Context: an optimization exercise on an open-source flow, tuned for small area. The choices shown serve that exercise and are no tape-out recipe. RTL that was checked went through simulation tests only; none was proved equivalent to the original. No functional check of the RTL was part of runs 1 and 4 to 6. Power is estimated from default activity; no workload was simulated.

==> design/flow/config.mk <==
export PLATFORM = sky130hd
export DESIGN_NAME = game_of_life_20
export DESIGN_NICKNAME = game_of_life_20
export VERILOG_FILES = /design/flow/design.v
export SDC_FILE = /design/flow/constraint.sdc
export NUM_CORES = 4
export LEC_CHECK = 0
export CAP_MARGIN = 20
export CORE_MARGIN = 2
export CORE_UTILIZATION = 60
export CTS_BUF_LIST = sky130_fd_sc_hd__clkbuf_4
export CTS_CLUSTER_DIAMETER = 30
export CTS_CLUSTER_SIZE = 8
export PLACE_DENSITY = 0.7
export SLEW_MARGIN = 20
export SYNTH_HIERARCHICAL = 1
export SYNTH_MINIMUM_KEEP_SIZE = 0
==> design/flow/constraint.sdc <==
create_clock -name core_clock -period 10.0 [get_ports {clk}]
set_input_delay 2.0000 -clock core_clock [delete_from_list [all_inputs] [get_ports {clk}]]
set_output_delay 2.0000 -clock core_clock [all_outputs]
set_load 0.01 [all_outputs]
==> design/flow/design.v <==
package gol_pkg;
  localparam int GRID_N_DEF = 20;
  localparam int H_VIS   = 640;
  localparam int H_FP    = 16;
  localparam int H_SYNC  = 96;
  localparam int H_BP    = 48;
  localparam int H_TOTAL = H_VIS + H_FP + H_SYNC + H_BP;
  localparam int V_VIS   = 480;
  localparam int V_FP    = 10;
  localparam int V_SYNC  = 2;
  localparam int V_BP    = 33;
  localparam int V_TOTAL = V_VIS + V_FP + V_SYNC + V_BP;
  localparam int CW = 10;
  localparam logic [CW-1:0] H_VIS_END  = CW'(H_VIS);
  localparam logic [CW-1:0] H_SYNC_BEG = CW'(H_VIS + H_FP);
  localparam logic [CW-1:0] H_SYNC_END = CW'(H_VIS + H_FP + H_SYNC);
  localparam logic [CW-1:0] H_LAST     = CW'(H_TOTAL - 1);
  localparam logic [CW-1:0] V_VIS_END  = CW'(V_VIS);
  localparam logic [CW-1:0] V_SYNC_BEG = CW'(V_VIS + V_FP);
  localparam logic [CW-1:0] V_SYNC_END = CW'(V_VIS + V_FP + V_SYNC);
  localparam logic [CW-1:0] V_LAST     = CW'(V_TOTAL - 1);
  localparam logic [CW-1:0] GRID_X0 = CW'(160);
  localparam logic [CW-1:0] GRID_Y0 = CW'(80);
  localparam logic [CW-1:0] GRID_X1 = CW'(480);
  localparam logic [CW-1:0] GRID_Y1 = CW'(400);
  typedef struct packed {
    logic [3:0] r;
    logic [3:0] g;
    logic [3:0] b;
  } rgb_t;
  localparam rgb_t RGB_LIVE = 12'hFFF;
  localparam rgb_t RGB_DEAD = 12'h002;
  localparam rgb_t RGB_OFF  = 12'h000;
  typedef logic [GRID_N_DEF-1:0][GRID_N_DEF-1:0] grid_t;
  localparam grid_t SEED_GRID = 400'h00000000000000000000000000000000000000000000000e0000000000000000000000000000000000000000070000400002;
endpackage
import gol_pkg::*;
module vga_timing (
  input  logic          i_clk,
  input  logic          i_rst,
  output logic [4:0]    o_hc,
  output logic [4:0]    o_vr,
  output logic          o_hsync,
  output logic          o_vsync,
  output logic          o_in_win
);
  localparam logic [CW-1:0] H_RST  = CW'(H_TOTAL - int'(GRID_X0));
  localparam logic [CW-1:0] H_WRAP = CW'(H_TOTAL - 1);
  localparam logic [CW-1:0] H_LINE = CW'(H_TOTAL - 1 - int'(GRID_X0));
  localparam logic [CW-1:0] HS_BEG = CW'(int'(H_SYNC_BEG) - int'(GRID_X0));
  localparam logic [CW-1:0] HS_END = CW'(int'(H_SYNC_END) - int'(GRID_X0));
  localparam logic [CW-1:0] H_WIN  = CW'(int'(GRID_X1) - int'(GRID_X0));
  localparam logic [CW-1:0] V_RST  = CW'(V_TOTAL - int'(GRID_Y0));
  localparam logic [CW-1:0] V_WRAP = CW'(V_TOTAL - 1);
  localparam logic [CW-1:0] VS_BEG = CW'(int'(V_SYNC_BEG) - int'(GRID_Y0));
  localparam logic [CW-1:0] VS_END = CW'(int'(V_SYNC_END) - int'(GRID_Y0));
  localparam logic [CW-1:0] V_WIN  = CW'(int'(GRID_Y1) - int'(GRID_Y0));
  logic          r_div;
  logic [CW-1:0] r_h, r_v;
  always_ff @(posedge i_clk) begin
    if (i_rst) begin
      r_div <= 1'b0;
      r_h   <= H_RST;
      r_v   <= V_RST;
    end else begin
      r_div <= !r_div;
      if (r_div) begin
        r_h <= (r_h == H_WRAP) ? '0 : r_h + 1'b1;
        if (r_h == H_LINE) r_v <= (r_v == V_WRAP) ? '0 : r_v + 1'b1;
      end
    end
  end
  assign o_hc     = r_h[8:4];
  assign o_vr     = r_v[8:4];
  assign o_hsync  = !((r_h >= HS_BEG) && (r_h < HS_END));
  assign o_vsync  = !((r_v >= VS_BEG) && (r_v < VS_END));
  assign o_in_win = (r_h < H_WIN) && (r_v < V_WIN);
endmodule
import gol_pkg::*;
module game_of_life_20 (
  input  logic       clk,
  input  logic       rst,
  input  logic       load,
  input  logic       wr_en,
  input  logic [4:0] wr_row,
  input  logic [19:0] wr_data,
  output logic       hsync_out,
  output logic       vsync_out,
  output logic [3:0] red,
  output logic [3:0] green,
  output logic [3:0] blue
);
  localparam int N = GRID_N_DEF;
  localparam logic [7:0] GEN_LAST = 8'h05;
  logic [N-1:0][N-1:0] r_a;         
  logic [N-1:1][N-1:0] r_bn;        
  logic [N-2:1]        r_ok;        
  logic [4:0]          r_lp;        
  logic [7:0]          r_gen;       
  logic [N-1:0]        r_rb, r_nb;  
  logic                w_clr, w_step, w_wr;
  logic [N-1:0]        w_up, w_mid, w_dn, w_next;
  logic [N-1:0]        w_wsel;
  logic [5:0]          w_tsum;
  logic [4:0]          w_tgt;
  assign w_clr  = rst || load;
  assign w_wr   = wr_en && (wr_row < 5'd20);
  assign w_step = !w_clr && !wr_en && (r_gen == GEN_LAST);
  assign w_mid = r_a[0];
  assign w_up  = (r_lp == 5'd0)  ? '0 : ~r_a[N-1];
  assign w_dn  = (r_lp == 5'd19) ? '0 : ~r_a[1];
  logic [N+1:0] w_cs, w_cc;
  assign w_cs[0] = 1'b0;  assign w_cc[0] = 1'b0;
  assign w_cs[N+1] = 1'b0;  assign w_cc[N+1] = 1'b0;
  for (genvar c = 0; c < N; c++) begin : g_csum
    gol_fa u_fa (.i_a(w_up[c]), .i_b(w_mid[c]), .i_c(w_dn[c]), .o_s(w_cs[c+1]), .o_co(w_cc[c+1]));
  end
  for (genvar c = 0; c < N; c++) begin : g_col
    logic a0, a1, b1, b2;
    gol_fa   u_fa_s (.i_a(w_cs[c]), .i_b(w_cs[c+1]), .i_c(w_cs[c+2]), .o_s(a0), .o_co(a1));
    gol_fa   u_fa_c (.i_a(w_cc[c]), .i_b(w_cc[c+1]), .i_c(w_cc[c+2]), .o_s(b1), .o_co(b2));
    gol_rule u_rule (.i_a0(a0), .i_a1(a1), .i_b1(b1), .i_b2(b2), .i_mid(w_mid[c]), .o_next(w_next[c]));
  end
  assign w_tsum = 6'(wr_row) + 6'd19 - 6'(r_lp);
  assign w_tgt  = (w_tsum >= 6'd20) ? 5'(w_tsum - 6'd20) : 5'(w_tsum);
  for (genvar k = 0; k < N; k++) begin : g_wsel
    assign w_wsel[k] = w_wr && (w_tgt == 5'(k));
  end
  logic [N-1:0][N-1:0] w_ad;
  for (genvar k = 0; k < N; k++) begin : g_ad
    assign w_ad[k] = rst ? '0 : load ? SEED_GRID[k] : wr_data;
  end
  logic [N-1:0] w_sh0n, w_sh19;
  assign w_sh0n = (r_ok[1] && !w_step) ? r_a[1] : r_bn[1];
  assign w_sh19 = w_step ? w_next : r_a[0];
  for (genvar k = 0; k < N; k++) begin : g_ra
    gol_ring_row u_row (
      .i_clk(clk),
      .i_sel(w_clr || w_wsel[k]),
      .i_d  ((k % 2 == 0) ? ~w_ad[k] : w_ad[k]),
      .i_sh ((k == 0) ? w_sh0n : (k == N - 1) ? w_sh19 : r_a[k+1]),
      .o_q  (r_a[k])
    );
  end
  always_ff @(posedge clk) begin
    for (int k = 1; k < N - 1; k++) begin
      if (w_clr || w_wsel[k]) r_ok[k] <= 1'b1;
      else if (w_step)        r_ok[k] <= 1'b0;
      else if (k == N - 2)    r_ok[k] <= 1'b1;
      else                    r_ok[k] <= r_ok[k+1];
    end
    for (int k = 1; k < N - 1; k++) r_bn[k] <= r_bn[k+1];
    r_bn[N-1] <= ~w_next;
    if (w_clr)                  r_lp <= 5'd0;
    else if (r_lp == 5'd19)     r_lp <= 5'd0;
    else                        r_lp <= r_lp + 5'd1;
    if (w_clr || wr_en || w_step) r_gen <= '0;
    else                          r_gen <= {r_gen[6:0], !(r_gen[7] ^ r_gen[5] ^ r_gen[4] ^ r_gen[3])};
  end
  logic          w_hs, w_vs, w_in_win;
  logic [4:0]    w_vr, w_hc;
  vga_timing u_vga (
    .i_clk   (clk),
    .i_rst   (rst),
    .o_hc    (w_hc),
    .o_vr    (w_vr),
    .o_hsync (w_hs),
    .o_vsync (w_vs),
    .o_in_win(w_in_win)
  );
  always_ff @(posedge clk) begin
    if (r_lp == w_vr) r_nb <= w_next;
    if (load)                    r_rb <= (w_vr < 5'd20) ? SEED_GRID[w_vr] : '0;
    else if (wr_en && wr_row == w_vr) r_rb <= wr_data;
    else if (w_step)                  r_rb <= r_nb;
    else if (r_lp == w_vr)            r_rb <= r_a[0];
  end
  logic r_live, r_win;
  always_ff @(posedge clk) begin
    if (rst) begin
      hsync_out <= 1'b1;
      vsync_out <= 1'b1;
      r_live    <= 1'b0;
      r_win     <= 1'b0;
    end else begin
      hsync_out <= w_hs;
      vsync_out <= w_vs;
      r_live    <= w_in_win && r_rb[w_hc];
      r_win     <= w_in_win;
    end
  end
  assign red   = {4{r_live}};
  assign green = {4{r_live}};
  assign blue  = {r_live, r_live, r_win, r_live};
endmodule
module gol_ring_row (
  input  logic        i_clk,
  input  logic        i_sel,
  input  logic [19:0] i_d,
  input  logic [19:0] i_sh,
  output logic [19:0] o_q
);
  always_ff @(posedge i_clk) o_q <= ~(i_sel ? i_d : i_sh);
endmodule
module gol_fa (
  input  logic i_a,
  input  logic i_b,
  input  logic i_c,
  output logic o_s,
  output logic o_co
);
  assign o_s  = i_a ^ i_b ^ i_c;
  assign o_co = (i_a & i_b) | (i_a & i_c) | (i_b & i_c);
endmodule
module gol_rule (
  input  logic i_a0,
  input  logic i_a1,
  input  logic i_b1,
  input  logic i_b2,
  input  logic i_mid,
  output logic o_next
);
  logic w_x;
  assign w_x    = i_a1 ^ i_b1;
  assign o_next = i_a0 ? (!i_b2 && w_x) : (i_mid && !w_x && (i_a1 ^ i_b2));
endmodule
==> design/flow/flow/run.sh <==
#!/bin/bash
# Layout: the standard flow (standard.sh, standard synthesis included) with
# two changes to how buffers are placed: the clock tree gets no dummy loads
# added for balancing, and each port's buffer is the smallest buffer cell.
# The whole make output goes to standard.log; ORFS keeps each step's own log
# under orfs/logs/.
set -euo pipefail
export BUFFER_PORTS_ARGS="-buffer_cell sky130_fd_sc_hd__buf_1"
export CTS_ARGS="-sink_clustering_enable -repair_clock_nets -dont_use_dummy_load -sink_clustering_size 8 -sink_clustering_max_diameter 30 -buf_list sky130_fd_sc_hd__clkbuf_4"
bash standard.sh > standard.log 2>&1
==> design/flow/standard.sh <==
#!/bin/bash
# synth_recipe.tcl (not shown) runs the flow's synth.tcl, then flattens the netlist and writes it again
# the make line also repeats each setting of config.mk as NAME=value (left out here)
make -C /OpenROAD-flow-scripts/flow DESIGN_CONFIG=/design/flow/config.mk WORK_HOME=/design/flow/orfs CLKGATE_MAP_FILE= SYNTH_SCRIPT=/design/flow/synth_recipe.tcl "${@:-finish}"
==> results of run 1 <==
## Yosys stat by module (local to each module, per instance)
module,cells,flip-flops and latches,copies in the design,area (um^2)
gol_ring_row,42,20,20,623
gol_fa,1,0,60,20.0
game_of_life_20,906,455,1,12200
gol_rule,6,0,20,43.8
vga_timing,137,21,1,1200
## Yosys cell counts, types with 3 or more instances
| cell | number |
|---|---|
| a211o_1 | 4 |
| a21o_1 | 32 |
| a21oi_1 | 36 |
| a311oi_1 | 40 |
| and2_1 | 11 |
| and3_1 | 4 |
| buf_2 | 5 |
| buf_4 | 24 |
| buf_6 | 41 |
| clkbuf_1 | 24 |
| dfxtp_1 | 836 |
| edfxtp_1 | 40 |
| fa_1 | 61 |
| ha_1 | 18 |
| inv_1 | 57 |
| mux2_1 | 3 |
| mux2_2 | 18 |
| mux2i_1 | 405 |
| mux4_2 | 5 |
| nand2_1 | 83 |
| nand2b_1 | 23 |
| nand3_1 | 24 |
| nand3b_1 | 25 |
| nor2_1 | 82 |
| nor2b_1 | 3 |
| nor3_1 | 8 |
| nor3b_1 | 3 |
| nor4_1 | 3 |
| nor4b_1 | 23 |
| o21ai_0 | 38 |
| o21ai_1 | 9 |
| o21ai_2 | 3 |
| or3_1 | 3 |
| or4_1 | 3 |
| xnor2_1 | 11 |
| xor2_1 | 13 |
## worst max-delay path: stages
cell     delay [ns]
buf_1          0.09
buf_4          0.35
or2_0          0.64
nor2_2         0.11
and2_1         0.54
inv_2          0.67
buf_4          0.40
and2_1         0.68
buf_4          0.36
mux2_2         0.35
mux2i_1        0.12
## flip-flops by register name (all words and copies together) (netlist names), 5 cells and up
| signal | count |
|---|---|
| u_vga.r_h | 10 |
| g_ra.u_row.o_q | 400 |
| r_nb | 20 |
| r_rb | 20 |
| r_ok | 18 |
| u_vga.r_v | 10 |
| r_gen | 8 |
| r_bn | 380 |
| r_lp | 5 |
## power by group through the flow
stage / logic, uW / registers [uW] / clock network, uW
finish: 518 / 4030 / 1770
global placement: 489 / 4100 / 0
global route: 561 / 4070 / 2000
floorplan: 380 / 4060 / 0
CTS: 513 / 4030 / 1850
detailed placement: 510 / 4110 / 0
## logic make-up after synthesis
logic type	synth area share, %
adder cells (fa/ha/maj)	5.18
AO/OA/AOI/OAI	4.34
multiplexers	15.8
XOR/XNOR	0.752
other	0.0134
flip-flops	64.2
buffers and inverters	3.49
AND/OR/NAND/NOR	6.27
## final timing paths
path	start	end	slack (ns)
worst max-delay path	load	g_ra[0].u_row.o_q[12]	4.50
worst min-delay path	r_bn[98]	r_bn[78]	0.27
worst max register to register	r_lp[1]	g_ra[2].u_row.o_q[11]	5.36
worst min register to register	r_bn[98]	r_bn[78]	0.27
## through the flow
| step | std cells | setup WS (ns) |
|---|---|---|
| floorplan | 2066 | 4.77 |
| global placement | 2649 | 3.72 |
| detailed placement | 2649 | 3.55 |
| CTS | 2800 | 4.60 |
| global route | 2801 | 4.32 |
| finish | 2801 | 4.50 |
## final cells by class
cell class | count | area [um^2] | share of cell area [%]
Timing Repair Buffer | 70 | 368 | 1.25
Sequential cell | 876 | 17900 | 60.7
Multi-Input combinational cell | 1038 | 9120 | 30.9
Inverter | 58 | 218 | 0.737
Antenna cell | 1 | 2.50 | 0.00847
Clock buffer | 151 | 1130 | 3.84
Tap cell | 607 | 759 | 2.57
## per-layer routing
metal  global-route usage [%]  wire length, um  vias up
met2                     39.0            26600      458
met1                     32.7            25700     7661
met3                     7.47             3610      111
li1                         -                -     7360
met4                     9.82             1570        2
met5                        0               13        -
==> impl_results.md, run 1 <==
- RSZ-0062 raised after global routing: no
- CP Capture Type: flip-flop
- # DRC: 0
- CTS max path bufs: 3
- Commonest cells after routing, fill and taps aside: dfxtp_1, mux2i_1, clkbuf_4
- CP Class: in -> reg
- CTS buffer count: 151
- Setup TNS: 0 ns
- I/O Buffers: 42
- Final Wtd Congestion: 0.875
- Total chip power: 6310 uW
- NetSw: 1500 uW
- Worst skew pair latency: 1.00 ns
- Core ar.: 46300 um^2
- Hold WC Path Type: reg -> reg
- CTS tree: done
- Dominant cell type by area after synthesis: dfxtp_1
- Clock power share: 28.0%
- Final slew viol count: 0
- Nets: 2303
- Pwr dens: 214 nW/um^2
- Post-synth EDFFs: 40
- Drt wl/cell: 20.5 um
- Switch share: 23.8%
- Routed WL: 57400 um
- Most common cell after layout, fill and taps aside: dfxtp_1
- Status: complete, no violations
- CTS root buf: clkbuf_4
- Hold Buf Count CTS: 0
- Number of max-cap violations: 0
- Top post-synthesis cells by area: dfxtp_1, mux2i_1, fa_1, edfxtp_1, buf_6
- Cell Area, Synth: 27900 um^2
- Vias in the first global route: 16.0k
- Post-route ant nets: 0
- VDD IR max: 0.000157 V
- Area Growth Syn to Fin: 5.73%
- Final Critical Period: 5.50 ns
- Die X-Extent: 220 um
- Die height: 220 um
- Leak: 0.0135 uW
- Post-CTS Setup Repair Bufs: 0
- Asr flop ratio synth: 0%
- Reg clk slew, reported paths: 0.07 ns
- # clock sinks: 876
- First-pass DRT Iterations: 5
- DP Area: 28400 um^2
- I/O pin total: 43
- Flop pwr share: 63.8%
- Synth top area share: 59.9%
- Die footprint: 48300 um^2
- Crit Path Max Fanout: 35
- Worst slew pin tran: 1.09 ns
- Row cnt: 79
- First-pass GRT wire length: 90000 um
- Fmax achieved: 182 MHz
- Final period utilization: 55.0%
- Largest net degree at the start of global routing: 42
- Critical Path RT: 10.86 ns
- Initial antenna violation count: 4
- Synth warnings: 12
- Worst slew margin: 27.6%
- Detail-routed via count per cell: 5.57
- Cell depth of the worst flop-to-flop path: 13
- Post-CTS sizing: 0
- Worst hold margin: 0.268 ns
- Register area share after synthesis: 64.2%
- Internal Power: 4810 uW
- Post-synth top flop: dfxtp_1
- Hold Violations, Final: 0
- Total congestion overflow: 0
- Mean post-synth cell area: 13.5 um^2
- Worst clock skew: 0.101 ns
- Finished Cell Area: 29500 um^2
- Worst EP arrival: 6.36 ns
- Critical Path Source Type: input port
- Layout cells sized above 1: 10.9%
- H-tree depth: 4
- HPWL after DPL: 35700 um
- Via count: 15.6k
- Initial DRC count: 1031
- Post-Syn Instances: 2063
- GRT Overall Usage: 25.0%
- Logic pwr share: 8.2%
- # fillers: 3546
- Initial Util: 60.4%
- Cell variety after synth: 69
- Synth Register Bits: 876
- Final setup violation count: 0
- Final Util: 63.9%
- Hold Path Cell Cnt: 0
==> run 2: changes to the inputs <==
--- a/design/flow/design.v
+++ b/design/flow/design.v
@@ -127,7 +127,16 @@
     assign w_wsel[k] = w_wr && (w_tgt == 5'(k));
   end
+  localparam logic [N*N-1:0] SEED_FLAT = SEED_GRID;
+  logic [31:0][N-1:0] w_seed;
+  for (genvar k = 0; k < 32; k++) begin : g_seed
+    if (k < N) begin : g_row
+      assign w_seed[k] = SEED_FLAT[k*N +: N];
+    end else begin : g_none
+      assign w_seed[k] = '0;
+    end
+  end
   logic [N-1:0][N-1:0] w_ad;
   for (genvar k = 0; k < N; k++) begin : g_ad
-    assign w_ad[k] = rst ? '0 : load ? SEED_GRID[k] : wr_data;
+    assign w_ad[k] = rst ? '0 : load ? w_seed[k] : wr_data;
   end
   logic [N-1:0] w_sh0n, w_sh19;
@@ -171,5 +180,5 @@
   always_ff @(posedge clk) begin
     if (r_lp == w_vr) r_nb <= w_next;
-    if (load)                    r_rb <= (w_vr < 5'd20) ? SEED_GRID[w_vr] : '0;
+    if (load)                         r_rb <= w_seed[w_vr];
     else if (wr_en && wr_row == w_vr) r_rb <= wr_data;
     else if (w_step)                  r_rb <= r_nb;
==> run 2 against run 1 <==
Area after synthesis is 0.36% higher. Core utilization is 0.085 points higher. Non-clock buffer count is 3 higher. Routed wire length is 0.17% higher. Critical endpoint is now g_ra[0].u_row.o_q[5].
==> impl_results.md, run 2 <==
- # DRC: 0 (unchanged)
- I/O Buffers: 42 (unchanged)
- Die height: 220 um (about the same)
- Reg area: 17900 um^2 (unchanged)
- Status: complete, no violations (unchanged)
- CTS buffer count: 149 (was 151)
- Synth warnings: 9 (was 12)
- Final Wtd Congestion: 0.863 (was 0.875)
- Post-route ant nets: 0 (unchanged)
- Worst reg-to-reg setup slack: 5.30 ns (was 5.36 ns)
- Hold Path Cell Cnt: 0 (unchanged)
- Top post-synthesis cells by area: dfxtp_1, mux2i_1, fa_1, edfxtp_1, buf_6 (unchanged)
- List of most frequent post-synthesis cells: dfxtp_1, mux2i_1, nor2_1 (was dfxtp_1, mux2i_1, nand2_1)
- Hold Buf Count CTS: 0 (unchanged)
- Worst slew pin tran: 1.12 ns (was 1.09 ns)
- Area of the multi-input gates: 9200 um^2 (was 9120 um^2)
- CP Class: in -> reg (unchanged)
- Cell Area, Synth: 28000 um^2 (was 27900 um^2)
- Leak: 0.0136 uW (was 0.0135 uW)
- Synth top area share: 59.7% (was 59.9%)
- First-pass GRT wire length: 90100 um (was 90000 um)
- Worst EP arrival: 6.27 ns (was 6.36 ns)
- I/O pin total: 43 (unchanged)
- Dominant cell type by area after synthesis: dfxtp_1 (unchanged)
- Final Critical Period: 5.41 ns (was 5.50 ns)
- CTS max path bufs: 3 (unchanged)
- Post-CTS Setup Repair Bufs: 0 (unchanged)
- Hold Violations, Final: 0 (unchanged)
- CP endpoint: g_ra[0].u_row.o_q[5] (was g_ra[0].u_row.o_q[12])
- Cell chain of the critical path: buf_1 -> ha_1 -> ha_1 -> fa_1 -> xor2_1 -> inv_1 -> ha_1 -> a21boi_0 -> o32ai_4 -> mux2i_1 -> o21ai_2 -> buf_4 -> mux2i_1 (was buf_1 -> buf_4 -> or2_0 -> nor2_2 -> and2_1 -> inv_2 -> buf_4 -> and2_1 -> buf_4 -> mux2_2 -> mux2i_1)
- Worst slew margin: 25.4% (was 27.6%)
- Hold WC Path Type: reg -> reg (unchanged)
- Final setup violation count: 0 (unchanged)
- CTS tree: done (unchanged)
- Layout cells sized above 1: 11.3% (was 10.9%)
- Number of max-cap violations: 0 (unchanged)
- Post-synth EDFFs: 40 (unchanged)
- Worst clock skew: 0.105 ns (was 0.101 ns)
- Biggest regs: g_ra.u_row.o_q: 400 flops, r_bn: 380 flops (unchanged)
- Fmax achieved: 185 MHz (was 182 MHz)
- Crit Path Max Fanout: 11 (was 35)
- Row cnt: 79 (unchanged)
- Vias in the first global route: 16.3k (was 16.0k)
- Largest Register: g_ra.u_row.o_q (unchanged)
- # clock sinks: 876 (unchanged)
- GRT Overall Usage: 24.8% (was 25.0%)
- Final slew viol count: 0 (unchanged)
- Max reg flops: 400 (unchanged)
- Synth Register Bits: 876 (unchanged)
- CP Launch Point: wr_row[1] (was load)
- # fillers: 3577 (was 3546)
- RSZ-0062 raised after global routing: no (unchanged)
- Mean post-synth cell area: 13.5 um^2 (about the same)
- Total congestion overflow: 0 (unchanged)
- CP Depth: 13 (was 11)
- CP Capture Type: flip-flop (unchanged)
- Asr flop ratio synth: 0% (unchanged)
- Pwr dens: 215 nW/um^2 (was 214 nW/um^2)
- Core ar.: 46400 um^2 (was 46300 um^2)
- Commonest cells after routing, fill and taps aside: dfxtp_1, mux2i_1, clkbuf_4 (unchanged)
- Drt wl/cell: 20.5 um (about the same)
- Die footprint: 48500 um^2 (was 48300 um^2)
- Via count: 15.5k (was 15.6k)
- Worst skew pair latency: 1.00 ns (about the same)
- CP most frequent cell: ha_1 (was buf_4)
- CTS root buf: clkbuf_4 (unchanged)
- Routed WL: 57500 um (was 57400 um)
- Critical Path RT: 10.86 ns (about the same)
- Largest net degree at the start of global routing: 36 (was 42)
- Post-Syn Instances: 2070 (was 2063)
- RR Startpoint: r_lp[1] (unchanged)
- CP delay by family, top: compound AO/OA/AOI/OAI gates (was simple AND/OR/NAND/NOR gates)
- H-tree depth: 4 (unchanged)
- Cell depth of the worst flop-to-flop path: 13 (unchanged)
- Slowest cell on crit path: o21ai_2 (was and2_1)
- Total chip power: 6360 uW (was 6310 uW)
- Buffers and inverters on the worst path: 3 (was 5)
- Register area share after synthesis: 64.0% (was 64.2%)
- VDD IR max: 0.000139 V (was 0.000157 V)
- Setup TNS: 0 ns (unchanged)
- Reg clk slew, reported paths: 0.08 ns (was 0.07 ns)
- Nets: 2311 (was 2303)
- Cell variety after synth: 69 (unchanged)
- Count leader, synth: dfxtp_1 (unchanged)
- Largest stage delay, worst path: 0.93 ns (was 0.68 ns)
- Critical Path Source Type: input port (unchanged)
- Initial antenna violation count: 2 (was 4)
- Area Growth Syn to Fin: 5.72% (was 5.73%)
- Post-CTS sizing: 0 (unchanged)
- First-pass DRT Iterations: 5 (unchanged)
- Final period utilization: 54.1% (was 55.0%)
- Post-synth top flop: dfxtp_1 (unchanged)
- HPWL after DPL: 36800 um (was 35700 um)
- Initial DRC count: 837 (was 1031)
- Most common cell after layout, fill and taps aside: dfxtp_1 (unchanged)
- Initial Util: 60.5% (was 60.4%)
- Die X-Extent: 220 um (about the same)
- Detail-routed via count per cell: 5.51 (was 5.57)
- RR Endpoint: g_ra[0].u_row.o_q[5] (was g_ra[2].u_row.o_q[11])
[run 2: layout make-up]
cell class,instances,area share (%)
Inverter,61,0.772
Clock buffer,149,3.77
Timing Repair Buffer,73,1.32
Sequential cell,876,60.5
Antenna cell,3,0.0253
Multi-Input combinational cell,1041,31.0
Tap cell,607,2.56
[run 2: kinds of logic after synthesis]
group / synth area share (%)
AOI/OAI and AO/OA: 4.52
muxes: 15.8
other: 0.0134
buffers and inverters: 3.57
and+or+nand+nor: 6.20
DFF: 64.0
xor gates and xnor gates: 0.750
adders and majority gates: 5.20
[run 2: where the power goes]
group / total [uW] / internal [uW] / leakage, uW / switching [uW]
clock: 1770 / 683 / 0.000686 / 1090
sequential: 4070 / 3960 / 0.00728 / 116
combinational: 522 / 214 / 0.00560 / 308
[run 2: layer usage]
metal	vias up	track usage, %	share of wire [%]
met2	386	39.0	46
li1	7368	-	-
met3	113	6.63	5.6
met1	7605	32.3	45
met5	-	0	0
met4	0	11.1	2.8
[run 2: per-stage QoR]
step	cell area, um^2	instances	hold WS (ns)	utilization (%)	worst slack, ns
6_report	29600	2810	0.239	63.9	4.59
3_5_place_dp	28500	2658	0.312	61.5	3.66
4_1_cts	29600	2807	0.243	63.9	4.73
5_1_grt	29600	2810	0.268	63.9	4.49
2_1_floorplan	28000	2073	0.310	-	4.76
3_3_place_gp	28500	2658	0.310	61.5	3.80
[run 2: worst register-to-register path: stages (launching register included)]
cell	delay, ns
dfxtp_1	0.40
inv_1	0.10
ha_1	0.28
ha_1	0.22
fa_1	0.40
xor2_1	0.40
inv_1	0.12
ha_1	0.26
a21boi_0	0.19
o32ai_4	0.42
mux2i_1	0.27
o21ai_2	0.93
buf_4	0.42
mux2i_1	0.24
[run 2: modules after synthesis, one instance, submodules excluded]
module	copies in the design	cells inside	area (um^2)	flip-flops and latches
game_of_life_20	1	913	12300	455
gol_fa	60	1	20.0	0
vga_timing	1	137	1200	21
gol_ring_row	20	42	623	20
gol_rule	20	6	43.8	0
[run 2: worst min-delay path by stage]
| stage | to | from |
|---|---|---|
| finish | r_bn[20] | r_bn[40] |
| global route | r_bn[20] | r_bn[40] |
| CTS | r_bn[20] | r_bn[40] |
| global placement | r_bn[53] | r_bn[73] |
| detailed placement | r_bn[352] | r_bn[372] |
| floorplan | r_bn[0] | r_bn[20] |
==> run 3: changes to the inputs <==
==> design/flow/run.sh (new file) <==
#!/bin/bash
# synth_recipe.tcl (not shown) runs the flow's synth.tcl, then flattens the netlist and writes it again
# the make line also repeats each setting of config.mk as NAME=value (left out here)
make -C /OpenROAD-flow-scripts/flow DESIGN_CONFIG=/design/flow/config.mk WORK_HOME=/design/flow/orfs CLKGATE_MAP_FILE= SYNTH_SCRIPT=/design/flow/synth_recipe.tcl finish
removed: design/flow/flow/run.sh
removed: design/flow/standard.sh
==> run 3 against run 2 <==
Power rose by 12%. Maximum frequency down 6.1%. Die area stayed put. Sequential power about the same. Clock skew decreased by 0.044 ns. Register-to-register slack lost 0.07 ns. Hold slack gained 0.058 ns. Final area rose by 4.0%. Via count increased by 1.6%. Non-clock buffer count decreased by 2. Critical path type unchanged. Critical endpoint is now g_ra[19].u_row.o_q[15]. Largest cell class unchanged.
==> impl_results.md, run 3 <==
- Status: complete, no violations (unchanged)
- Post-route ant nets: 0 (unchanged)
- XOR/XNOR share of the synthesized area: 0.750% (unchanged)
- Layout cells sized above 1: 13.8% (was 11.3%)
- Cell variety after synth: 69 (unchanged)
- Final Util: 66.5% (was 63.9%)
- First-pass DRT Iterations: 7 (was 5)
- HPWL after DPL: 36600 um (was 36800 um)
- CTS max path bufs: 3 (unchanged)
- Final Critical Period: 5.77 ns (was 5.41 ns)
- CP Capture Type: flip-flop (unchanged)
- Post-CTS Setup Repair Bufs: 0 (unchanged)
- Total chip power: 7110 uW (was 6360 uW)
- Max reg flops: 400 (unchanged)
- Detail-routed via count per cell: 5.42 (was 5.51)
- Post-synth top flop: dfxtp_1 (unchanged)
- CTS tree: done (unchanged)
- CP most frequent cell: inv_1 (was ha_1)
- Final period utilization: 57.7% (was 54.1%)
- I/O pin total: 43 (unchanged)
- CP delay by family, top: compound AO/OA/AOI/OAI gates (unchanged)
- Register area share after synthesis: 64.0% (unchanged)
- Number of max-cap violations: 0 (unchanged)
- Post-synthesis compound-gate area fraction: 4.52% (unchanged)
- Initial antenna violation count: 2 (unchanged)
- # DRC: 0 (unchanged)
- Asr flop ratio synth: 0% (unchanged)
- H-tree depth: 4 (unchanged)
- Setup TNS: 0 ns (unchanged)
- Worst slew pin tran: 0.954 ns (was 1.12 ns)
- Final slew viol count: 0 (unchanged)
- Initial DRC count: 987 (was 837)
- Largest Register: g_ra.u_row.o_q (unchanged)
- Dominant cell type by area after synthesis: dfxtp_1 (unchanged)
- Initial Util: 60.5% (unchanged)
- Worst clock skew: 0.0609 ns (was 0.105 ns)
- Final setup violation count: 0 (unchanged)
- Mean post-synth cell area: 13.5 um^2 (unchanged)
- I/O Buffers: 42 (unchanged)
- Top post-synthesis cells by area: dfxtp_1, mux2i_1, fa_1, edfxtp_1, buf_6 (unchanged)
- Critical Path Source Type: input port (unchanged)
- Core ar.: 46400 um^2 (unchanged)
- Worst hold margin: 0.297 ns (was 0.239 ns)
- VDD IR max: 0.000167 V (was 0.000139 V)
- Row cnt: 79 (unchanged)
- Synth Register Bits: 876 (unchanged)
- Critical Path RT: 10.92 ns (was 10.86 ns)
- Area Growth Syn to Fin: 9.91% (was 5.72%)
- Mux contribution to synthesized area: 15.8% (unchanged)
- Cell Area, Synth: 28000 um^2 (unchanged)
- Hold Buf Count CTS: 0 (unchanged)
- Worst skew pair latency: 1.03 ns (was 1.00 ns)
- Post-synth EDFFs: 40 (unchanged)
- List of most frequent post-synthesis cells: dfxtp_1, mux2i_1, nor2_1 (unchanged)
- Fmax achieved: 173 MHz (was 185 MHz)
- Biggest regs: g_ra.u_row.o_q: 400 flops, r_bn: 380 flops (unchanged)
- Largest net degree at the start of global routing: 42 (was 36)
- RSZ-0062 raised after global routing: no (unchanged)
- Simple-gate share of the synthesized area: 6.20% (unchanged)
- First-pass GRT wire length: 91500 um (was 90100 um)
- Post-Syn Instances: 2070 (unchanged)
- # clock sinks: 876 (unchanged)
- Total congestion overflow: 0 (unchanged)
- Hold WC Path Type: reg -> reg (unchanged)
- Worst slew margin: 36.4% (was 25.4%)
- Count leader, synth: dfxtp_1 (unchanged)
- Via count: 15.7k (was 15.5k)
- Die height: 220 um (unchanged)
- Post-CTS sizing: 0 (unchanged)
- Cell chain of the critical path: clkdlybuf4s50_1 -> inv_1 -> ha_1 -> inv_1 -> fa_1 -> xor2_1 -> inv_1 -> ha_1 -> a21boi_0 -> o21a_1 -> nor4b_1 -> a21oi_1 -> o21ai_2 -> buf_4 -> mux2i_1 (was buf_1 -> ha_1 -> ha_1 -> fa_1 -> xor2_1 -> inv_1 -> ha_1 -> a21boi_0 -> o32ai_4 -> mux2i_1 -> o21ai_2 -> buf_4 -> mux2i_1)
- Buffers and inverters on the worst path: 5 (was 3)
- CTS buffer count: 149 (unchanged)
- CTS root buf: clkbuf_4 (unchanged)
- Main combinational cell family by area after synthesis: multiplexers (unchanged)
- Routed WL: 58700 um (was 57500 um)
- GRT Overall Usage: 25.3% (was 24.8%)
- Die X-Extent: 220 um (unchanged)
- Post-synthesis adder-cell area fraction: 5.20% (unchanged)
- Leak: 0.0141 uW (was 0.0136 uW)
- Drt wl/cell: 20.2 um (was 20.5 um)
- Worst EP arrival: 6.69 ns (was 6.27 ns)
- CP Class: in -> reg (unchanged)
- Slowest cell on crit path: o21ai_2 (unchanged)
- Synth warnings: 9 (unchanged)
- # fillers: 3442 (was 3577)
- Hold Violations, Final: 0 (unchanged)
- Reg clk slew, reported paths: 0.08 ns (about the same)
- Commonest cells after routing, fill and taps aside: dfxtp_1, mux2i_1, clkbuf_4 (unchanged)
- Final Wtd Congestion: 0.836 (was 0.863)
- Pwr dens: 231 nW/um^2 (was 215 nW/um^2)
- Most common cell after layout, fill and taps aside: dfxtp_1 (unchanged)
- Crit Path Max Fanout: 12 (was 11)
- Largest stage delay, worst path: 0.77 ns (was 0.93 ns)
- Vias in the first global route: 16.3k (about the same)
- Nets: 2309 (was 2311)
- Die footprint: 48500 um^2 (unchanged)
- Synth top area share: 59.7% (unchanged)
-- run 3: cell counts after synthesis --
No cell type changed its count.
-- run 3: layout make-up --
class	instances	area [um^2]	share of cell area, %
flip-flops and latches	876	17900	58.2
diodes	7	17.5	0.0568
repair buffers	71	638	2.07
clock inverters	54	659	2.14
well taps	607	759	2.46
multi-input cells	1041	9200	29.9
inverters	61	229	0.743
clock buffers	183	1370	4.46
-- run 3: stage by stage --
stage          setup WS, ns  cells  instance area (um^2)
2_1_floorplan          4.76   2073                 28000
3_3_place_gp           3.43   2656                 28800
3_5_place_dp           3.27   2656                 28800
4_1_cts                4.36   2893                 30800
5_1_grt                3.97   2896                 30800
6_report               4.23   2900                 30800
-- run 3: cell families after synthesis --
group | Yosys count
other | 1
flip-flops | 876
AO/OA/AOI/OAI | 183
buffers and inverters | 156
AND/OR/NAND/NOR | 318
XOR/XNOR | 24
multiplexers | 432
adder cells (fa/ha/maj) | 80
-- run 3: Yosys stat by module, one instance, submodules excluded --
module,area (um^2),cells inside
gol_ring_row,623,42
gol_rule,43.8,6
game_of_life_20,12300,913
vga_timing,1200,137
gol_fa,20.0,1
-- run 3: worst paths after layout --
path | startpoint | endpoint | slack [ns] | cells after the start
hold / removal | r_bn[143] | r_bn[123] | 0.30 | 0
setup reg to reg | r_lp[1] | g_ra[19].u_row.o_q[15] | 5.23 | 14
hold reg to reg | r_bn[143] | r_bn[123] | 0.30 | 0
setup / recovery | wr_row[2] | g_ra[19].u_row.o_q[15] | 4.23 | 15
-- run 3: report_power, final --
group          switching (uW)  internal, uW  total [uW]
Sequential                118          3950        4070
Combinational             311           221         532
Clock                    1220          1280        2510
Total                    1650          5460        7110
-- run 3: routing by layer --
metal  up-vias  routed length [um]  track usage [%]
met5         -                   0                0
met4         0                1320             9.89
met1      7740               26700             33.6
met2       447               27400             40.3
met3        92                3230             5.91
li1       7448                   -                -
-- run 3: worst reg2reg max path, stage by stage, from the launching register on --
cell and delay, ns:
dfxtp_1 0.40, inv_1 0.10, ha_1 0.28, ha_1 0.23, fa_1 0.40, xor2_1 0.42
inv_1 0.13, ha_1 0.22, a21boi_0 0.41, o21a_1 0.21, nor4b_1 0.29, a21oi_1 0.23
o21ai_2 0.77, buf_4 0.39, mux2i_1 0.21
==> run 4: changes to the inputs <==
--- a/design/flow/design.v
+++ b/design/flow/design.v
@@ -92,5 +92,4 @@
 );
   localparam int N = GRID_N_DEF;
-  localparam logic [7:0] GEN_LAST = 8'h05;
   logic [N-1:0][N-1:0] r_a;         
   logic [N-1:1][N-1:0] r_bn;        
@@ -106,5 +105,5 @@
   assign w_clr  = rst || load;
   assign w_wr   = wr_en && (wr_row < 5'd20);
-  assign w_step = !w_clr && !wr_en && (r_gen == GEN_LAST);
+  assign w_step = !w_clr && !wr_en && (r_gen == 8'd199);
   assign w_mid = r_a[0];
   assign w_up  = (r_lp == 5'd0)  ? '0 : ~r_a[N-1];
@@ -127,16 +126,7 @@
     assign w_wsel[k] = w_wr && (w_tgt == 5'(k));
   end
-  localparam logic [N*N-1:0] SEED_FLAT = SEED_GRID;
-  logic [31:0][N-1:0] w_seed;
-  for (genvar k = 0; k < 32; k++) begin : g_seed
-    if (k < N) begin : g_row
-      assign w_seed[k] = SEED_FLAT[k*N +: N];
-    end else begin : g_none
-      assign w_seed[k] = '0;
-    end
-  end
   logic [N-1:0][N-1:0] w_ad;
   for (genvar k = 0; k < N; k++) begin : g_ad
-    assign w_ad[k] = rst ? '0 : load ? w_seed[k] : wr_data;
+    assign w_ad[k] = rst ? '0 : load ? SEED_GRID[k] : wr_data;
   end
   logic [N-1:0] w_sh0n, w_sh19;
@@ -165,5 +155,5 @@
     else                        r_lp <= r_lp + 5'd1;
     if (w_clr || wr_en || w_step) r_gen <= '0;
-    else                          r_gen <= {r_gen[6:0], !(r_gen[7] ^ r_gen[5] ^ r_gen[4] ^ r_gen[3])};
+    else                          r_gen <= r_gen + 8'd1;
   end
   logic          w_hs, w_vs, w_in_win;
@@ -180,5 +170,6 @@
   always_ff @(posedge clk) begin
     if (r_lp == w_vr) r_nb <= w_next;
-    if (load)                         r_rb <= w_seed[w_vr];
+    if (rst)                          r_rb <= '0;
+    else if (load)                    r_rb <= (w_vr < 5'd20) ? SEED_GRID[w_vr] : '0;
     else if (wr_en && wr_row == w_vr) r_rb <= wr_data;
     else if (w_step)                  r_rb <= r_nb;
==> run 4 against run 3 <==
Final area down 0.67%. Via count down 0.27%. Global-route usage down 0.56 points. Largest cell class unchanged. Highest routed layer unchanged.
==> impl_results.md, run 4 <==
- Fmax achieved: 176 MHz (was 173 MHz)
- Final Wtd Congestion: 0.792 (was 0.836)
- Post-CTS Setup Repair Bufs: 0 (unchanged)
- Final Util: 66.2% (was 66.5%)
- Synth Register Bits: 876 (unchanged)
- Via count: 15.7k (about the same)
- Dpl cells: 2685 (was 2656)
- Reg clk slew, reported paths: 0.09 ns (was 0.08 ns)
- Worst slew pin tran: 1.10 ns (was 0.954 ns)
- Worst reg-to-reg setup slack: 5.33 ns (was 5.23 ns)
- Layout cells sized above 1: 13.6% (was 13.8%)
- I/O Buffers: 42 (unchanged)
- Initial antenna violation count: 3 (was 2)
- Drt wl/cell: 19.4 um (was 20.2 um)
- Area Growth Syn to Fin: 9.33% (was 9.91%)
- Largest Register: g_ra.u_row.o_q (unchanged)
- Clock power share: 34.3% (was 35.3%)
- Critical Path RT: 10.93 ns (was 10.92 ns)
- Most common cell after layout, fill and taps aside: dfxtp_1 (unchanged)
- Worst EP arrival: 6.61 ns (was 6.69 ns)
- Mean post-synth cell area: 13.3 um^2 (was 13.5 um^2)
- Die footprint: 48400 um^2 (was 48500 um^2)
- Pwr dens: 224 nW/um^2 (was 231 nW/um^2)
- HPWL after DPL: 34900 um (was 36600 um)
- Post-Syn Instances: 2102 (was 2070)
- Crit Path Max Fanout: 12 (unchanged)
- Leak: 0.0141 uW (about the same)
- Cell Area, Synth: 28000 um^2 (about the same)
- First-pass DRT Iterations: 5 (was 7)
- List of most frequent post-synthesis cells: dfxtp_1, mux2i_1, nor2_1 (unchanged)
- Worst skew pair latency: 1.03 ns (about the same)
- Max reg flops: 400 (unchanged)
- Die X-Extent: 220 um (about the same)
- Synth top area share: 61.2% (was 59.7%)
- CTS max path bufs: 3 (unchanged)
- VDD IR max: 0.000182 V (was 0.000167 V)
- CP Capture Type: flip-flop (unchanged)
- Worst slew margin: 26.2% (was 36.4%)
- Asr flop ratio synth: 0% (unchanged)
- Number of max-cap violations: 0 (unchanged)
- RR Startpoint: r_lp[1] (unchanged)
- RSZ-0062 raised after global routing: no (unchanged)
- NetSw: 1640 uW (was 1650 uW)
- Cell variety after synth: 63 (was 69)
- CP Class: in -> reg (unchanged)
- Synth warnings: 12 (was 9)
- Routed WL: 57000 um (was 58700 um)
- Count leader, synth: dfxtp_1 (unchanged)
- Final Critical Period: 5.68 ns (was 5.77 ns)
- Row cnt: 79 (unchanged)
- Initial Util: 60.5% (about the same)
- CTS tree: done (unchanged)
- Switch share: 24.0% (was 23.2%)
- Status: complete, no violations (unchanged)
- Hold WC Path Type: reg -> reg (unchanged)
- GRT Overall Usage: 24.7% (was 25.3%)
- # clock sinks: 876 (unchanged)
- # DRC: 0 (unchanged)
- Final slew viol count: 0 (unchanged)
- Worst clock skew: 0.0460 ns (was 0.0609 ns)
- Hold Violations, Final: 0 (unchanged)
- Post-CTS sizing: 0 (unchanged)
- Initial DRC count: 937 (was 987)
- Internal Power: 5210 uW (was 5460 uW)
- Critical Path Source Type: input port (unchanged)
- Nets: 2342 (was 2309)
- Total chip power: 6850 uW (was 7110 uW)
- Post-synth top flop: dfxtp_1 (unchanged)
- Biggest regs: g_ra.u_row.o_q: 400 flops, r_bn: 380 flops (unchanged)
- CP Launch Point: wr_row[1] (was wr_row[2])
- Register area share after synthesis: 63.3% (was 64.0%)
- Vias in the first global route: 16.4k (was 16.3k)
- Total congestion overflow: 0 (unchanged)
- CTS buffer count: 153 (was 149)
- First-pass GRT wire length: 90200 um (was 91500 um)
- Die height: 220 um (about the same)
- Min-delay src: r_bn[39] (was r_bn[143])
- Post-synth EDFFs: 20 (was 40)
- Final std cells w/o fill: 2941 (was 2900)
- Flop pwr share: 58.5% (was 57.3%)
- Top post-synthesis cells by area: dfxtp_1, mux2i_1, fa_1, edfxtp_1, buf_6 (unchanged)
- CTS root buf: clkbuf_4 (unchanged)
- Final setup violation count: 0 (unchanged)
- Detail-routed via count per cell: 5.33 (was 5.42)
- Largest net degree at the start of global routing: 59 (was 42)
- # fillers: 3470 (was 3442)
- Final period utilization: 56.8% (was 57.7%)
- Core ar.: 46300 um^2 (was 46400 um^2)
- Logic pwr share: 7.2% (was 7.5%)
- Post-route ant nets: 0 (unchanged)
- Dominant cell type by area after synthesis: dfxtp_1 (unchanged)
- I/O pin total: 43 (unchanged)
- Setup TNS: 0 ns (unchanged)
- H-tree depth: 4 (unchanged)
- Hold Buf Count CTS: 0 (unchanged)
- Commonest cells after routing, fill and taps aside: dfxtp_1, mux2i_1, clkbuf_4 (unchanged)
-- run 4: changes by cell type after synthesis, moves of 5 or more --
cell,change
o21ai_0,+5
mux2i_1,+20
and2_1,-7
dfxtp_1,+20
a311oi_1,-14
o21ai_2,-5
edfxtp_1,-20
buf_2,+5
o21ai_1,+19
a21oi_1,+19
nor2_1,+6
a311o_1,-6
clkbuf_1,-5
o21bai_1,-5
-- run 4: path summary, 6_finish.rpt --
kind	cells after the start	to
worst max-delay path	13	g_ra[1].u_row.o_q[0]
worst min-delay path	0	r_bn[19]
worst max register to register	13	g_ra[1].u_row.o_q[0]
worst min register to register	0	r_bn[19]
-- run 4: area by class of cell --
class / count / area, um^2 / area share (%)
sequential: 876 / 17700 / 57.9
clock inverter: 59 / 502 / 1.64
timing repair buffer: 69 / 623 / 2.04
multi-input combinational: 1075 / 9340 / 30.5
inverter: 58 / 218 / 0.711
antenna: 10 / 25.0 / 0.0817
clock buffer: 187 / 1400 / 4.59
tap: 607 / 759 / 2.48
-- run 4: power by group through the flow --
stage,Combinational (uW),Sequential [uW],Clock [uW]
2_1_floorplan,370,4040,0
6_report,496,4010,2350
3_3_place_gp,465,4080,0
3_5_place_dp,489,4090,0
5_1_grt,538,4050,2590
4_1_cts,493,4020,2420
-- run 4: logic make-up after synthesis --
logic type      count (synthesis)  synth area share, %
flops                         876                 63.3
mux                           452                 16.5
simple gates                  314                 6.00
compound gates                198                 4.43
buf+inv                       154                 3.67
fa+ha+maj                      80                 5.21
xor+xnor                       27                0.845
other cells                     1               0.0134
-- run 4: per-stage QoR --
stage,hold WS (ns),instance area (um^2),worst slack [ns]
floorplan,0.310,28000,4.83
global placement,0.310,28700,3.38
detailed placement,0.312,28700,3.33
CTS,0.310,30600,4.46
global route,0.325,30600,4.24
finish,0.299,30600,4.32
-- run 4: per-module statistics from Yosys (local to each module, per instance) --
module,flip-flops and latches,cells
gol_fa,0,1
game_of_life_20,455,945
gol_rule,0,6
gol_ring_row,20,42
vga_timing,21,137
-- run 4: critical path: stages --
cell and delay (ns):
clkdlybuf4s50_1 0.47, ha_1 0.33, ha_1 0.23, fa_1 0.40
xor2_1 0.45, inv_1 0.14, ha_1 0.24, a21boi_0 0.18
o32ai_4 0.39, mux2i_1 0.25, o21ai_2 0.84, buf_4 0.43
mux2i_1 0.23
-- run 4: layer usage --
layer  GRT usage (%)  wire [um]  part of all wire (%)
met2            39.5      26500                    46
met1            31.6      26000                    46
met3            7.54       3290                   5.8
met5               0          0                     0
met4            9.37       1210                   2.1
==> run 5: changes to the inputs <==
--- a/design/flow/config.mk
+++ b/design/flow/config.mk
@@ -9,7 +9,7 @@
 export CORE_MARGIN = 2
 export CORE_UTILIZATION = 60
-export CTS_BUF_LIST = sky130_fd_sc_hd__clkbuf_4
-export CTS_CLUSTER_DIAMETER = 30
-export CTS_CLUSTER_SIZE = 8
+export CTS_BUF_LIST = sky130_fd_sc_hd__clkbuf_8
+export CTS_CLUSTER_DIAMETER = 40
+export CTS_CLUSTER_SIZE = 16
 export PLACE_DENSITY = 0.7
 export SLEW_MARGIN = 20
==> run 5 against run 4 <==
Still clean. Final cell count decreased by 3.2%. Area after synthesis is the same. First-iteration DRC count rose by 6.1%. Hold slack improved by 0.023 ns. Final area up 0.42%. Register-to-register slack is essentially flat. Critical path depth unchanged. Combinational power hardly changed.
==> impl_results.md, run 5 <==
- Hold WC Path Type: reg -> reg (unchanged)
- Setup TNS: 0 ns (unchanged)
- # clock sinks: 876 (unchanged)
- Vias in the first global route: 15.9k (was 16.4k)
- Via count: 15.3k (was 15.7k)
- Dpl cells: 2685 (unchanged)
- Min-delay src: r_bn[135] (was r_bn[39])
- # DRC: 0 (unchanged)
- I/O Buffers: 42 (unchanged)
- List of most frequent post-synthesis cells: dfxtp_1, mux2i_1, nor2_1 (unchanged)
- CTS tree: done (unchanged)
- DP Area: 28700 um^2 (unchanged)
- Worst slew margin: 26.6% (was 26.2%)
- CTS max path bufs: 3 (unchanged)
- Final Wtd Congestion: 0.792 (unchanged)
- Biggest regs: g_ra.u_row.o_q: 400 flops, r_bn: 380 flops (unchanged)
- Post-synth EDFFs: 20 (unchanged)
- CP Capture Type: flip-flop (unchanged)
- GRT Overall Usage: 24.1% (was 24.7%)
- Status: complete, no violations (unchanged)
- Post-CTS sizing: 0 (unchanged)
- Reg clk slew, reported paths: 0.09 ns (about the same)
- Post-Syn Instances: 2102 (unchanged)
- VDD IR max: 0.000187 V (was 0.000182 V)
- Core ar.: 46300 um^2 (unchanged)
- Critical Path RT: 10.63 ns (was 10.93 ns)
- Synth Register Bits: 876 (unchanged)
- Critical Path Source Type: input port (unchanged)
- Dominant cell type by area after synthesis: dfxtp_1 (unchanged)
- I/O pin total: 43 (unchanged)
- Cell variety after synth: 63 (unchanged)
- Worst clock skew: 0.0277 ns (was 0.0460 ns)
- Number of max-cap violations: 0 (unchanged)
- Final period utilization: 60.1% (was 56.8%)
- Largest Register: g_ra.u_row.o_q (unchanged)
- Worst EP arrival: 6.63 ns (was 6.61 ns)
- CP Class: in -> reg (unchanged)
- PnR worst setup slack: 3.99 ns (was 4.32 ns)
- Post-CTS Setup Repair Bufs: 0 (unchanged)
- Final setup violation count: 0 (unchanged)
- Routed WL: 56100 um (was 57000 um)
- Commonest cells after routing, fill and taps aside: dfxtp_1, mux2i_1, clkbuf_8 (was dfxtp_1, mux2i_1, clkbuf_4)
- Post-synth top flop: dfxtp_1 (unchanged)
- Synth warnings: 12 (unchanged)
- Leak: 0.0141 uW (about the same)
- Hold Path Cell Cnt: 0 (unchanged)
- Pwr dens: 228 nW/um^2 (was 224 nW/um^2)
- Initial DRC count: 994 (was 937)
- Fmax achieved: 166 MHz (was 176 MHz)
- Mean post-synth cell area: 13.3 um^2 (unchanged)
- Final Critical Period: 6.01 ns (was 5.68 ns)
- Worst skew pair latency: 0.70 ns (was 1.03 ns)
- Reg area: 17700 um^2 (unchanged)
- Top post-synthesis cells by area: dfxtp_1, mux2i_1, fa_1, edfxtp_1, buf_6 (unchanged)
- Finished Cell Area: 30700 um^2 (was 30600 um^2)
- Drt wl/cell: 19.7 um (was 19.4 um)
- Area Growth Syn to Fin: 9.80% (was 9.33%)
- Die X-Extent: 220 um (unchanged)
- Worst reg-to-reg setup slack: 5.32 ns (was 5.33 ns)
- Synth top area share: 61.2% (unchanged)
- Detail-routed via count per cell: 5.38 (was 5.33)
- Nets: 2278 (was 2342)
- Worst hold endpoint: r_bn[115] (was r_bn[19])
- Final slew viol count: 0 (unchanged)
- Area of the multi-input gates: 9340 um^2 (unchanged)
- CTS root buf: clkbuf_8 (was clkbuf_4)
- HPWL after DPL: 34900 um (unchanged)
- Final std cells w/o fill: 2846 (was 2941)
- RSZ-0062 raised after global routing: no (unchanged)
- Worst slew pin tran: 1.10 ns (about the same)
- First-pass GRT wire length: 88900 um (was 90200 um)
- Cell Area, Synth: 28000 um^2 (unchanged)
- Count leader, synth: dfxtp_1 (unchanged)
- Largest net degree at the start of global routing: 59 (unchanged)
- First-pass DRT Iterations: 5 (unchanged)
- H-tree depth: 3 (was 4)
- Initial Util: 60.5% (unchanged)
- Total congestion overflow: 0 (unchanged)
- Die footprint: 48400 um^2 (unchanged)
- Crit Path Max Fanout: 12 (unchanged)
- Row cnt: 79 (unchanged)
- Die height: 220 um (unchanged)
- # diodes: 0 (was 10)
- Most common cell after layout, fill and taps aside: dfxtp_1 (unchanged)
- Layout cells sized above 1: 10.8% (was 13.6%)
- Setup WS pre-CTS: 3.33 ns (unchanged)
- Initial antenna violation count: 1 (was 3)
- Register area share after synthesis: 63.3% (unchanged)
- # fillers: 3411 (was 3470)
- RR Startpoint: r_lp[1] (unchanged)
- Hold Buf Count CTS: 0 (unchanged)
- CTS buffer count: 89 (was 153)
- RR Endpoint: g_ra[1].u_row.o_q[6] (was g_ra[1].u_row.o_q[0])
- Max reg flops: 400 (unchanged)
- Hold Violations, Final: 0 (unchanged)
- Cell depth of the worst flop-to-flop path: 13 (unchanged)
- Post-route ant nets: 0 (unchanged)
- Asr flop ratio synth: 0% (unchanged)
[run 5: how the worst max path moves through the flow]
stage	startpoint	endpoint	slack, ns	cells past startpoint
floorplan	wr_row[1]	g_ra[15].u_row.o_q[10]	4.83	13
global placement	wr_row[2]	g_ra[15].u_row.o_q[19]	3.38	14
detailed placement	wr_row[1]	g_ra[1].u_row.o_q[6]	3.33	13
CTS	wr_row[1]	g_ra[1].u_row.o_q[0]	4.10	13
global route	wr_row[1]	g_ra[1].u_row.o_q[6]	3.84	13
finish	wr_row[1]	g_ra[1].u_row.o_q[6]	3.99	13
[run 5: kinds of logic after synthesis]
logic type               count (synthesis)  synth area share [%]
buffers and inverters                  154                  3.67
multiplexers                           452                  16.5
other                                    1                0.0134
AND/OR/NAND/NOR                        314                  6.00
AO/OA/AOI/OAI                          198                  4.43
adder cells (fa/ha/maj)                 80                  5.21
XOR/XNOR                                27                 0.845
flip-flops                             876                  63.3
[run 5: critical path: stages]
cell             delay, ns
clkdlybuf4s50_1       0.47
ha_1                  0.33
ha_1                  0.23
fa_1                  0.40
xor2_1                0.45
inv_1                 0.14
ha_1                  0.24
a21boi_0              0.18
o32ai_4               0.39
mux2i_1               0.25
o21ai_2               0.86
buf_4                 0.43
mux2i_1               0.25
[run 5: layer usage]
layer  vias up  wire (um)  part of all wire [%]  global-route usage [%]
li1       7353          -                     -                       -
met2       325      25900                    46                    39.1
met5         -         91                  0.16                    1.46
met3       109       2780                   5.0                    5.12
met1      7534      25800                    46                    31.9
met4         2       1570                   2.8                    8.30
[run 5: power by group]
part | switching [uW] | internal [uW] | leakage [uW]
clock | 1300 | 1200 | 0.00107
combinational | 286 | 207 | 0.00580
sequential | 109 | 3900 | 0.00723
[run 5: layout make-up]
type	instances	area share, %
clock buffer	98	4.39
timing repair buffer	69	2.03
multi-input combinational	1075	30.4
tap	607	2.47
inverter	58	0.708
sequential	876	57.7
clock inverter	63	2.32
[run 5: modules after synthesis (local to each module, per instance)]
| module | area (um^2) | copies in the design |
|---|---|---|
| gol_fa | 20.0 | 60 |
| gol_ring_row | 623 | 20 |
| vga_timing | 1200 | 1 |
| game_of_life_20 | 12300 | 1 |
| gol_rule | 43.8 | 20 |
[run 5: metrics by stage]
step / hold WS, ns / total power [uW] / util (%)
floorplan: 0.310 / 4410 / -
global placement: 0.310 / 4550 / 62.0
detailed placement: 0.312 / 4580 / 62.0
CTS: 0.325 / 7070 / 66.5
global route: 0.326 / 7290 / 66.5
finish: 0.322 / 7000 / 66.5
==> run 6: changes to the inputs <==
--- a/design/flow/design.v
+++ b/design/flow/design.v
@@ -92,4 +92,5 @@
 );
   localparam int N = GRID_N_DEF;
+  localparam logic [7:0] GEN_LAST = 8'h05;
   logic [N-1:0][N-1:0] r_a;         
   logic [N-1:1][N-1:0] r_bn;        
@@ -105,5 +106,5 @@
   assign w_clr  = rst || load;
   assign w_wr   = wr_en && (wr_row < 5'd20);
-  assign w_step = !w_clr && !wr_en && (r_gen == 8'd199);
+  assign w_step = !w_clr && !wr_en && (r_gen == GEN_LAST);
   assign w_mid = r_a[0];
   assign w_up  = (r_lp == 5'd0)  ? '0 : ~r_a[N-1];
@@ -116,7 +117,8 @@
   end
   for (genvar c = 0; c < N; c++) begin : g_col
-    logic a0, a1, b1, b2;
-    gol_fa   u_fa_s (.i_a(w_cs[c]), .i_b(w_cs[c+1]), .i_c(w_cs[c+2]), .o_s(a0), .o_co(a1));
-    gol_fa   u_fa_c (.i_a(w_cc[c]), .i_b(w_cc[c+1]), .i_c(w_cc[c+2]), .o_s(b1), .o_co(b2));
+    logic h0, h1, a0, a1, b1, b2;
+    gol_ha   u_ha   (.i_a(w_up[c]), .i_b(w_dn[c]), .o_s(h0), .o_co(h1));
+    gol_fa   u_fa_s (.i_a(w_cs[c]), .i_b(w_cs[c+2]), .i_c(h0), .o_s(a0), .o_co(a1));
+    gol_fa   u_fa_c (.i_a(w_cc[c]), .i_b(w_cc[c+2]), .i_c(h1), .o_s(b1), .o_co(b2));
     gol_rule u_rule (.i_a0(a0), .i_a1(a1), .i_b1(b1), .i_b2(b2), .i_mid(w_mid[c]), .o_next(w_next[c]));
   end
@@ -126,7 +128,16 @@
     assign w_wsel[k] = w_wr && (w_tgt == 5'(k));
   end
+  localparam logic [N*N-1:0] SEED_FLAT = SEED_GRID;
+  logic [31:0][N-1:0] w_seed;
+  for (genvar k = 0; k < 32; k++) begin : g_seed
+    if (k < N) begin : g_row
+      assign w_seed[k] = SEED_FLAT[k*N +: N];
+    end else begin : g_none
+      assign w_seed[k] = '0;
+    end
+  end
   logic [N-1:0][N-1:0] w_ad;
   for (genvar k = 0; k < N; k++) begin : g_ad
-    assign w_ad[k] = rst ? '0 : load ? SEED_GRID[k] : wr_data;
+    assign w_ad[k] = rst ? '0 : load ? w_seed[k] : wr_data;
   end
   logic [N-1:0] w_sh0n, w_sh19;
@@ -155,5 +166,5 @@
     else                        r_lp <= r_lp + 5'd1;
     if (w_clr || wr_en || w_step) r_gen <= '0;
-    else                          r_gen <= r_gen + 8'd1;
+    else                          r_gen <= {r_gen[6:0], !(r_gen[7] ^ r_gen[5] ^ r_gen[4] ^ r_gen[3])};
   end
   logic          w_hs, w_vs, w_in_win;
@@ -170,6 +181,5 @@
   always_ff @(posedge clk) begin
     if (r_lp == w_vr) r_nb <= w_next;
-    if (rst)                          r_rb <= '0;
-    else if (load)                    r_rb <= (w_vr < 5'd20) ? SEED_GRID[w_vr] : '0;
+    if (load)                         r_rb <= w_seed[w_vr];
     else if (wr_en && wr_row == w_vr) r_rb <= wr_data;
     else if (w_step)                  r_rb <= r_nb;
@@ -213,4 +223,13 @@
   assign o_co = (i_a & i_b) | (i_a & i_c) | (i_b & i_c);
 endmodule
+module gol_ha (
+  input  logic i_a,
+  input  logic i_b,
+  output logic o_s,
+  output logic o_co
+);
+  assign o_s  = i_a ^ i_b;
+  assign o_co = i_a & i_b;
+endmodule
 module gol_rule (
   input  logic i_a0,
@@ -221,6 +240,4 @@
   output logic o_next
 );
-  logic w_x;
-  assign w_x    = i_a1 ^ i_b1;
-  assign o_next = i_a0 ? (!i_b2 && w_x) : (i_mid && !w_x && (i_a1 ^ i_b2));
-endmodule
+  assign o_next = (i_a0 || i_mid) && (i_a1 ^ i_b1) && !i_b2;
+endmodule
==> design/flow/flow/run.sh (new file) <==
#!/bin/bash
# Layout: the standard flow (standard.sh, standard synthesis included) with
# two changes to how buffers are placed: the clock tree gets no dummy loads
# added for balancing, and each port's buffer is the smallest buffer cell.
# The whole make output goes to standard.log; ORFS keeps each step's own log
# under orfs/logs/.
set -euo pipefail
export BUFFER_PORTS_ARGS="-buffer_cell sky130_fd_sc_hd__buf_1"
export CTS_ARGS="-sink_clustering_enable -repair_clock_nets -dont_use_dummy_load -sink_clustering_size 10 -sink_clustering_max_diameter 35 -buf_list sky130_fd_sc_hd__clkbuf_4"
bash standard.sh > standard.log 2>&1
==> design/flow/standard.sh (new file) <==
#!/bin/bash
# synth_recipe.tcl (not shown) runs the flow's synth.tcl, then flattens the netlist and writes it again
# the make line also repeats each setting of config.mk as NAME=value (left out here)
make -C /OpenROAD-flow-scripts/flow DESIGN_CONFIG=/design/flow/config.mk WORK_HOME=/design/flow/orfs CLKGATE_MAP_FILE= SYNTH_SCRIPT=/design/flow/synth_recipe.tcl "${@:-finish}"
--- a/design/flow/config.mk
+++ b/design/flow/config.mk
@@ -9,7 +9,7 @@
 export CORE_MARGIN = 2
 export CORE_UTILIZATION = 60
-export CTS_BUF_LIST = sky130_fd_sc_hd__clkbuf_8
-export CTS_CLUSTER_DIAMETER = 40
-export CTS_CLUSTER_SIZE = 16
+export CTS_BUF_LIST = sky130_fd_sc_hd__clkbuf_4
+export CTS_CLUSTER_DIAMETER = 30
+export CTS_CLUSTER_SIZE = 8
 export PLACE_DENSITY = 0.7
 export SLEW_MARGIN = 20
removed: design/flow/run.sh
==> run 6 against run 5 <==
Still clean. Die area down 0.48%. Sequential cell count unchanged. Clock power fell by 38%. Hold slack lost 0.060 ns. Maximum frequency up 8.6%. Clock skew up 0.057 ns. Core utilization fell by 2.4 points.
==> impl_results.md, run 6 <==
- Post-CTS sizing: 0 (unchanged)
- Setup WS pre-CTS: 3.68 ns (was 3.33 ns)
- Hold WC Path Type: reg -> reg (unchanged)
- Core ar.: 45600 um^2 (was 46300 um^2)
- Initial DRC count: 753 (was 994)
- RSZ-0062 raised after global routing: no (unchanged)
- CP delay by family, top: compound AO/OA/AOI/OAI gates (unchanged)
- Asr flop ratio synth: 0% (unchanged)
- Die height: 219 um (was 220 um)
- Worst clock skew: 0.0844 ns (was 0.0277 ns)
- Logic pwr share: 7.2% (was 7.0%)
- I/O pin total: 43 (unchanged)
- Vias in the first global route: 15.2k (was 15.9k)
- Status: complete, no violations (unchanged)
- Cell Area, Synth: 27900 um^2 (was 28000 um^2)
- Final setup violation count: 0 (unchanged)
- Final Wtd Congestion: 0.822 (was 0.792)
- Post-route ant nets: 0 (unchanged)
- I/O Buffers: 42 (unchanged)
- Setup TNS: 0 ns (unchanged)
- Pwr dens: 205 nW/um^2 (was 228 nW/um^2)
- Number of max-cap violations: 0 (unchanged)
- Initial antenna violation count: 2 (was 1)
- Post-Syn Instances: 2030 (was 2102)
- GRT Overall Usage: 23.4% (was 24.1%)
- CTS buffer count: 117 (was 89)
- Finished Cell Area: 29200 um^2 (was 30700 um^2)
- Reg clk slew, reported paths: 0.10 ns (was 0.09 ns)
- NetSw: 1390 uW (was 1690 uW)
- List of most frequent post-synthesis cells: dfxtp_1, mux2i_1, nor2_1 (unchanged)
- Largest stage delay, worst path: 0.78 ns (was 0.86 ns)
- Layout cells sized above 1: 11.0% (was 10.8%)
- Buffers and inverters on the worst path: 3 (unchanged)
- CTS tree: done (unchanged)
- VDD IR max: 0.000135 V (was 0.000187 V)
- Final period utilization: 55.3% (was 60.1%)
- Worst skew pair latency: 0.90 ns (was 0.70 ns)
- Area Growth Syn to Fin: 4.73% (was 9.80%)
- Cell chain of the critical path: buf_1 -> ha_1 -> ha_1 -> fa_1 -> xor2_1 -> inv_1 -> ha_1 -> a21boi_0 -> o21a_1 -> nor4b_1 -> a21oi_1 -> o21ai_2 -> buf_4 -> mux2i_1 (was clkdlybuf4s50_1 -> ha_1 -> ha_1 -> fa_1 -> xor2_1 -> inv_1 -> ha_1 -> a21boi_0 -> o32ai_4 -> mux2i_1 -> o21ai_2 -> buf_4 -> mux2i_1)
- CP Capture Type: flip-flop (unchanged)
- Most common cell after layout, fill and taps aside: dfxtp_1 (unchanged)
- Critical Path RT: 10.76 ns (was 10.63 ns)
- Worst reg-to-reg setup slack: 5.24 ns (was 5.32 ns)
- Post-synth top flop: dfxtp_1 (unchanged)
- CP most frequent cell: ha_1 (unchanged)
- Switch share: 23.3% (was 24.2%)
- Register area share after synthesis: 64.4% (was 63.3%)
- Worst slew pin tran: 1.03 ns (was 1.10 ns)
- Worst EP arrival: 6.29 ns (was 6.63 ns)
-- run 6: cell types whose count changed in the layout (fill, tap and decap cells not counted), sizes merged, moves of 20 or more --
cell,delta
ha,+20
edfxtp,+20
nor3,+21
clkbuf,+20
inv,-30
dfxtp,-20
buf,+41
a21o,-20
xnor2,+20
clkdlybuf4s50,-42
a21oi,-39
mux2i,-20
nand2b,-20
-- run 6: path summary, 6_finish.rpt --
path	start	endpoint	cells past startpoint
max	wr_row[1]	g_ra[19].u_row.o_q[18]	14
min	r_bn[28]	r_bn[8]	0
max reg2reg	r_lp[1]	g_ra[19].u_row.o_q[18]	14
min reg2reg	r_bn[28]	r_bn[8]	0
-- run 6: area by class of cell --
class | instances | area, um^2 | share of cell area [%]
Antenna cell | 3 | 7.51 | 0.0257
Clock buffer | 117 | 878 | 3.01
Inverter | 61 | 229 | 0.785
Multi-Input combinational cell | 1001 | 9020 | 30.9
Sequential cell | 876 | 17900 | 61.5
Tap cell | 600 | 751 | 2.57
Timing Repair Buffer | 69 | 362 | 1.24
-- run 6: cells by family (layout without fill, tap and decap cells) --
family          count (synthesis)  after routing  share of synthesized area, %
compound gates                123            123                          3.02
xor+xnor                       44             44                          1.38
fa+ha+maj                     100            100                          6.13
buf+inv                       156            247                          3.60
flops                         876            876                          64.4
mux                           432            432                          15.9
other cells                     1              7                        0.0135
simple gates                  298            298                          5.61
-- run 6: power by group through the flow --
stage / clock network (uW) / registers [uW] / logic, uW
after floorplan: 0 / 4020 / 324
after global placement: 0 / 4050 / 414
after detailed placement: 0 / 4060 / 431
after CTS: 1630 / 3990 / 433
after global routing: 1770 / 4010 / 471
final: 1560 / 3980 / 430
-- run 6: per-layer routing --
layer	GRT usage, %	wire (um)	part of all wire [%]	vias up
met1	32.1	25200	46	7255
met3	4.38	2920	5.3	107
met2	37.1	25000	46	337
met5	0	0	0	-
li1	-	-	-	7062
met4	8.92	1560	2.8	0
-- run 6: metrics by stage --
stage                     power (uW)  hold WS [ns]  instances  util [%]
after global routing            6250         0.269       2727      64.0
after detailed placement        4490         0.312       2607      62.1
after global placement          4470         0.310       2607      62.1
final                           5970         0.262       2727      64.0
after CTS                       6050         0.282       2724      64.0
after floorplan                 4340         0.310       2033         -
-- run 6: per-module statistics from Yosys (local to each module, per instance) --
module,times used,cells inside,flip-flops and latches
game_of_life_20,1,913,455
gol_fa,60,1,0
gol_ha,20,1,0
gol_ring_row,20,42,20
gol_rule,20,3,0
vga_timing,1,137,21
